This is an optimization exercise on Yosys and OpenROAD, whose aim is small area, not a production implementation.
Function was checked by simulation only, so behaviour that the tests miss may differ from the original.
Power is estimated from default activity; no workload was simulated.

## try-cedar
## diagonal_buffer
module diagonal_buffer #(
	parameter int PIXEL_WIDTH = pixel_pkg::PIXEL_WIDTH,
	parameter int NARROW_WIDTH = pixel_pkg::NARROW_WIDTH,
	parameter int WIDE_WIDTH = pixel_pkg::WIDE_WIDTH,
	parameter int NARROW_LANES = diag_buffer_pkg::NARROW_LANES,
	parameter int WIDE_LANES = diag_buffer_pkg::WIDE_LANES,
	parameter int DEPTH = diag_buffer_pkg::DELAY_DEPTH
) (
	input logic clock,
	input logic rst,
	input logic enable,
	input logic signed [NARROW_LANES-1:0][NARROW_WIDTH-1:0] narrow_samples,
	input logic signed [WIDE_LANES-1:0][WIDE_WIDTH-1:0] wide_samples,
	output logic [NARROW_LANES+WIDE_LANES-1:0][PIXEL_WIDTH-1:0] pixels
);
Size: ~5100 cells after synthesis, about 2200 flip-flops, ~500 I/O pins.
Settings: LEC_CHECK=0, CAP_MARGIN=20, CORE_MARGIN=2, CORE_UTILIZATION=40, SLEW_MARGIN=20, SYNTH_HIERARCHICAL=1; clock period 4.0 ns.
standard.sh (not shown) runs the stock make flow with config.mk's settings and CLKGATE_MAP_FILE= SYNTH_SCRIPT=/design/flow/synth_recipe.tcl, a recipe that flattens the netlist after the stock synthesis.
==> flow/flow/run.sh <==
#!/bin/bash
# Standard layout, with the port buffers made from the smallest buffer cell
# and larger clock sink clusters.
set -euo pipefail
bash standard.sh \
  BUFFER_PORTS_ARGS="-buffer_cell sky130_fd_sc_hd__buf_1" \
  CTS_ARGS="-sink_clustering_enable -repair_clock_nets -sink_clustering_size 40 -sink_clustering_max_diameter 60 -dont_use_dummy_load" \
  finish > standard_flow.log 2>&1
diff inputs: try-cedar => try-violet
diff --git a/flow/flow/run.sh b/flow/flow/run.sh
--- a/flow/flow/run.sh
+++ b/flow/flow/run.sh
@@ -7 +7 @@
-  CTS_ARGS="-sink_clustering_enable -repair_clock_nets -sink_clustering_size 40 -sink_clustering_max_diameter 60 -dont_use_dummy_load" \
+  CTS_ARGS="-sink_clustering_enable -repair_clock_nets -sink_clustering_size 12 -sink_clustering_max_diameter 30 -buf_list sky130_fd_sc_hd__clkbuf_4 -root_buf sky130_fd_sc_hd__clkbuf_16 -tree_buf sky130_fd_sc_hd__clkbuf_8 -sink_clustering_buffer sky130_fd_sc_hd__clkbuf_4 -dont_use_dummy_load" \
Results
- Per the comparison of try-violet with try-cedar, worst hold path stage count essentially unchanged, die span in x essentially unchanged, cell area increased 0.89%, final count of negative-setup-slack endpoints essentially unchanged.
- On worst endpoint data arrival time, the lower figure sits with try-violet, not try-cedar.
- Pin slew with the least headroom to its limit: try-cedar vs try-violet — no meaningful difference
- The total of clock buffers placed in the layout of try-violet exceeds that of try-cedar by 220%.
- Between try-violet and try-cedar, it is try-violet whose setup slack is higher, by 33 ps.
- From try-cedar to try-violet the numbers moved as follows: post-synthesis to final-layout area growth increased 0.97 points, highest attainable clock frequency increased about 1%, power density over cell area increased about 1.4%.
Setup changes, try-violet to try-raven
- changing CORE_UTILIZATION from 40 to 50
- setting PLACE_DENSITY to 0.75 for the first time
==> flow/flow/run.sh <==
#!/bin/bash
# Standard layout, with the port buffers made from the smallest buffer cell
# and larger clock sink clusters.
set -euo pipefail
bash standard.sh \
  BUFFER_PORTS_ARGS="-buffer_cell sky130_fd_sc_hd__buf_1" \
  CTS_ARGS="-sink_clustering_enable -repair_clock_nets -sink_clustering_size 36 -sink_clustering_max_diameter 72 -dont_use_dummy_load" \
  finish > standard_flow.log 2>&1
Findings:
Looking only at proportion of power drawn by combinational gates, and setting everything else aside, the higher value of try-violet and try-raven goes to try-raven. On hold slack: try-raven sits above try-violet. Compared with try-violet, in try-raven reported net switching power shows a reduction of 800 uW, post-route cell area went down by about 3%. try-raven vs try-violet: core utilization up. Compared with try-violet, in try-raven die extent in y decreased by 10% relative to the old numbers, sequential share of layout area has increased.


## oak
Starting RTL as in the previous note.
==> flow/config.mk <==
export PLATFORM = sky130hd
export DESIGN_NAME = diagonal_buffer
export DESIGN_NICKNAME = diagonal_buffer
export VERILOG_FILES = /design/flow/design.v
export SDC_FILE = /design/flow/constraint.sdc
export NUM_CORES = 4
export LEC_CHECK = 0
export CAP_MARGIN = 20
export CORE_MARGIN = 2
export CORE_UTILIZATION = 50
export PLACE_DENSITY = 0.75
export SLEW_MARGIN = 20
export SYNTH_HIERARCHICAL = 1
==> flow/constraint.sdc <==
create_clock -name core_clock -period 4.0 [get_ports {clock}]
set_input_delay 0.8000 -clock core_clock [delete_from_list [all_inputs] [get_ports {clock}]]
set_output_delay 0.8000 -clock core_clock [all_outputs]
set_load 0.01 [all_outputs]
==> flow/flow/run.sh <==
#!/bin/bash
# Standard layout, with the port buffers made from the smallest buffer cell
# and larger clock sink clusters.
set -euo pipefail
bash standard.sh \
  BUFFER_PORTS_ARGS="-buffer_cell sky130_fd_sc_hd__buf_1" \
  CTS_ARGS="-sink_clustering_enable -repair_clock_nets -sink_clustering_size 36 -sink_clustering_max_diameter 66 -dont_use_dummy_load" \
  finish > standard_flow.log 2>&1
oak finished end to end and its layout was clean on timing, DRC and antenna.
--- input diff oak..pine ---
# oak
export LEC_CHECK = 0
export CAP_MARGIN = 20
export CORE_MARGIN = 2
export CORE_UTILIZATION = 50
export PLACE_DENSITY = 0.75
export SLEW_MARGIN = 20
export SYNTH_HIERARCHICAL = 1
create_clock -name core_clock -period 4.0 [get_ports {clock}]
# pine
export LEC_CHECK = 0
export CAP_MARGIN = 20
export CORE_MARGIN = 2
export CORE_UTILIZATION = 40
export SLEW_MARGIN = 20
export SYNTH_HIERARCHICAL = 1
create_clock -name core_clock -period 4.0 [get_ports {clock}]
--- a/flow/flow/run.sh
+++ b/flow/flow/run.sh
@@ -7 +7 @@
-  CTS_ARGS="-sink_clustering_enable -repair_clock_nets -sink_clustering_size 36 -sink_clustering_max_diameter 66 -dont_use_dummy_load" \
+  CTS_ARGS="-sink_clustering_enable -repair_clock_nets -sink_clustering_size 36 -sink_clustering_max_diameter 64 -dont_use_dummy_load" \
## What came out
Per the comparison of pine with oak, placer congestion estimate now sits lower, minimum clock period lower, worst-case reg-to-reg path depth grew by 1, normalized max-slew margin rose 1.4 points.
pine vs oak: chip width up in pine
Re layout-stage area growth over the synthesis result: oak was lower than pine.
Total power: pine vs oak up 1.9%
The run showing the smaller combinational power is oak.
Compared with oak, count of buffers not belonging to the clock network in the layout in pine increased by a few percent.
diff inputs: pine => birch
# pine
export LEC_CHECK = 0
export CAP_MARGIN = 20
export CORE_MARGIN = 2
export CORE_UTILIZATION = 40
export SLEW_MARGIN = 20
export SYNTH_HIERARCHICAL = 1
create_clock -name core_clock -period 4.0 [get_ports {clock}]
# birch
export LEC_CHECK = 0
export CAP_MARGIN = 20
export CORE_MARGIN = 2
export CORE_UTILIZATION = 50
export PLACE_DENSITY = 0.75
export SLEW_MARGIN = 20
export SYNTH_HIERARCHICAL = 1
create_clock -name core_clock -period 4.0 [get_ports {clock}]
--- a/flow/flow/run.sh
+++ b/flow/flow/run.sh
@@ -7 +7,2 @@
-  CTS_ARGS="-sink_clustering_enable -repair_clock_nets -sink_clustering_size 36 -sink_clustering_max_diameter 64 -dont_use_dummy_load" \
+  CTS_ARGS="-sink_clustering_enable -repair_clock_nets -sink_clustering_size 36 -sink_clustering_max_diameter 72 -dont_use_dummy_load" \
+  RECOVER_POWER=100 \
Notes after the runs:
- From the logs: birch reached the end of the flow and failed the layout checks with max-capacitance violations, max-slew violations.
- birch vs. pine: non-clock buffer count went down by 22; post-place instance area went down by about 1.1%; sequential share of layout area went up by 1.6 points; non-clock buffer contribution to total cell area went down by 0.32 points; final instance area went down by about 2.4%.
- Relative to pine, the area of the core of birch is lower by about 20%.
Inputs modified between birch and maple:
# birch
export LEC_CHECK = 0
export CAP_MARGIN = 20
export CORE_MARGIN = 2
export CORE_UTILIZATION = 50
export PLACE_DENSITY = 0.75
export SLEW_MARGIN = 20
export SYNTH_HIERARCHICAL = 1
create_clock -name core_clock -period 4.0 [get_ports {clock}]
# maple
export LEC_CHECK = 0
export CAP_MARGIN = 20
export CORE_MARGIN = 2
export CORE_UTILIZATION = 55
export SLEW_MARGIN = 20
export SYNTH_HIERARCHICAL = 1
create_clock -name core_clock -period 4.0 [get_ports {clock}]
--- a/flow/flow/run.sh
+++ b/flow/flow/run.sh
@@ -7,2 +7 @@
-  CTS_ARGS="-sink_clustering_enable -repair_clock_nets -sink_clustering_size 36 -sink_clustering_max_diameter 72 -dont_use_dummy_load" \
-  RECOVER_POWER=100 \
+  CTS_ARGS="-sink_clustering_enable -repair_clock_nets -sink_clustering_size 50 -sink_clustering_max_diameter 60 -dont_use_dummy_load" \
## What came out
maple: done, clean on timing, DRC and antenna. Clock period minus worst slack, birch and maple: higher on birch. Final layout net count: maple > birch. Compared with birch, in maple static leakage power rose about 3.8%; final hold slack flat. Compared with birch, maple shows count of vias placed by the detailed router that has gone down slightly. Worst path buffer plus inverter count: maple < birch. Share of power burned in combinational logic (lower): maple. Delta (maple minus birch): clock slew seen by the registers of the worst setup and hold paths saw a decrease; max-capacitance violation count saw a decrease.
Relative to maple, the following input files were edited for cedar:
# maple
export LEC_CHECK = 0
export CAP_MARGIN = 20
export CORE_MARGIN = 2
export CORE_UTILIZATION = 55
export SLEW_MARGIN = 20
export SYNTH_HIERARCHICAL = 1
create_clock -name core_clock -period 4.0 [get_ports {clock}]
# cedar
export LEC_CHECK = 0
export CAP_MARGIN = 0
export CORE_MARGIN = 2
export CORE_UTILIZATION = 40
export SLEW_MARGIN = 0
export SYNTH_HIERARCHICAL = 1
create_clock -name core_clock -period 4.0 [get_ports {clock}]
--- a/flow/flow/run.sh
+++ b/flow/flow/run.sh
@@ -7 +7 @@
-  CTS_ARGS="-sink_clustering_enable -repair_clock_nets -sink_clustering_size 50 -sink_clustering_max_diameter 60 -dont_use_dummy_load" \
+  CTS_ARGS="-sink_clustering_enable -repair_clock_nets -sink_clustering_size 30 -sink_clustering_max_diameter 60 -dont_use_dummy_load" \
cedar vs. maple: combinational power was more or less identical; non-clock buffering overhead in the final layout has decreased; well-tap cell count moved up; total global routing track utilization decreased 4.9 points; total die area rose by 37%.
Combinational power share delta (maple -> cedar): insignificant
Summary: with maple as the reference, number of clock buffers in the layout in cedar moved down by more than 10%.
Non-clock buffer count delta (cedar -> maple): insignificant
Cell area delta (cedar -> maple): insignificant
Looking at end point of the critical path, the pixels[138] result is from cedar; the pixels[58] one comes from maple.
Of cedar and maple, the higher share of the core filled with cells belongs to maple.

==> re-timing with driven ports <==
The results above use ideal ports. As a check the final layouts listed here were re-extracted and re-timed, cells and wires unchanged. Step 1 (the two cells are an assumption about what drives the block):
set clk [get_ports {clock}]
set_driving_cell -lib_cell sky130_fd_sc_hd__clkbuf_16 $clk
set_driving_cell -lib_cell sky130_fd_sc_hd__buf_2 [delete_from_list [all_inputs] $clk]
Step 2, shift: input delay + t, output delay - t, t = (earliest + latest rising clock arrival at the registers) / 2. This alone moves slack from input paths to output paths. Slacks: no drivers / after step 1 / after step 2; pairs: no drivers / after step 1.
| run | shift t [ns] | slack for setup (ns) | worst setup path at the end | worst data-port slew with drivers (ns) |
|---|---|---|---|---|
| try-cedar | 0.792 | 0.536 / 0.467 / 1.056 | input to register | 0.20 |
| try-violet | 0.854 | 0.569 / 0.499 / 1.091 | input to register | 0.19 |
| try-raven | 0.748 | 0.446 / 0.376 / 1.124 | register to output | 0.21 |
| oak | 0.737 | 0.464 / 0.395 / 1.132 | register to output | 0.21 |
| pine | 0.780 | 0.598 / 0.528 / 1.036 | input to register | 0.20 |
| birch | 0.748 | 0.310 / 0.290 / -0.392 | input to register | 0.21 |
| maple | 0.788 | 0.573 / 0.495 / 1.284 | register to output | 0.12 |
| cedar | 0.781 | 0.580 / 0.510 / 1.083 | input to register | 0.20 |
The setup slack of birch, which loses most, moves by -0.020 ns with the drivers and by -0.702 ns with both steps.
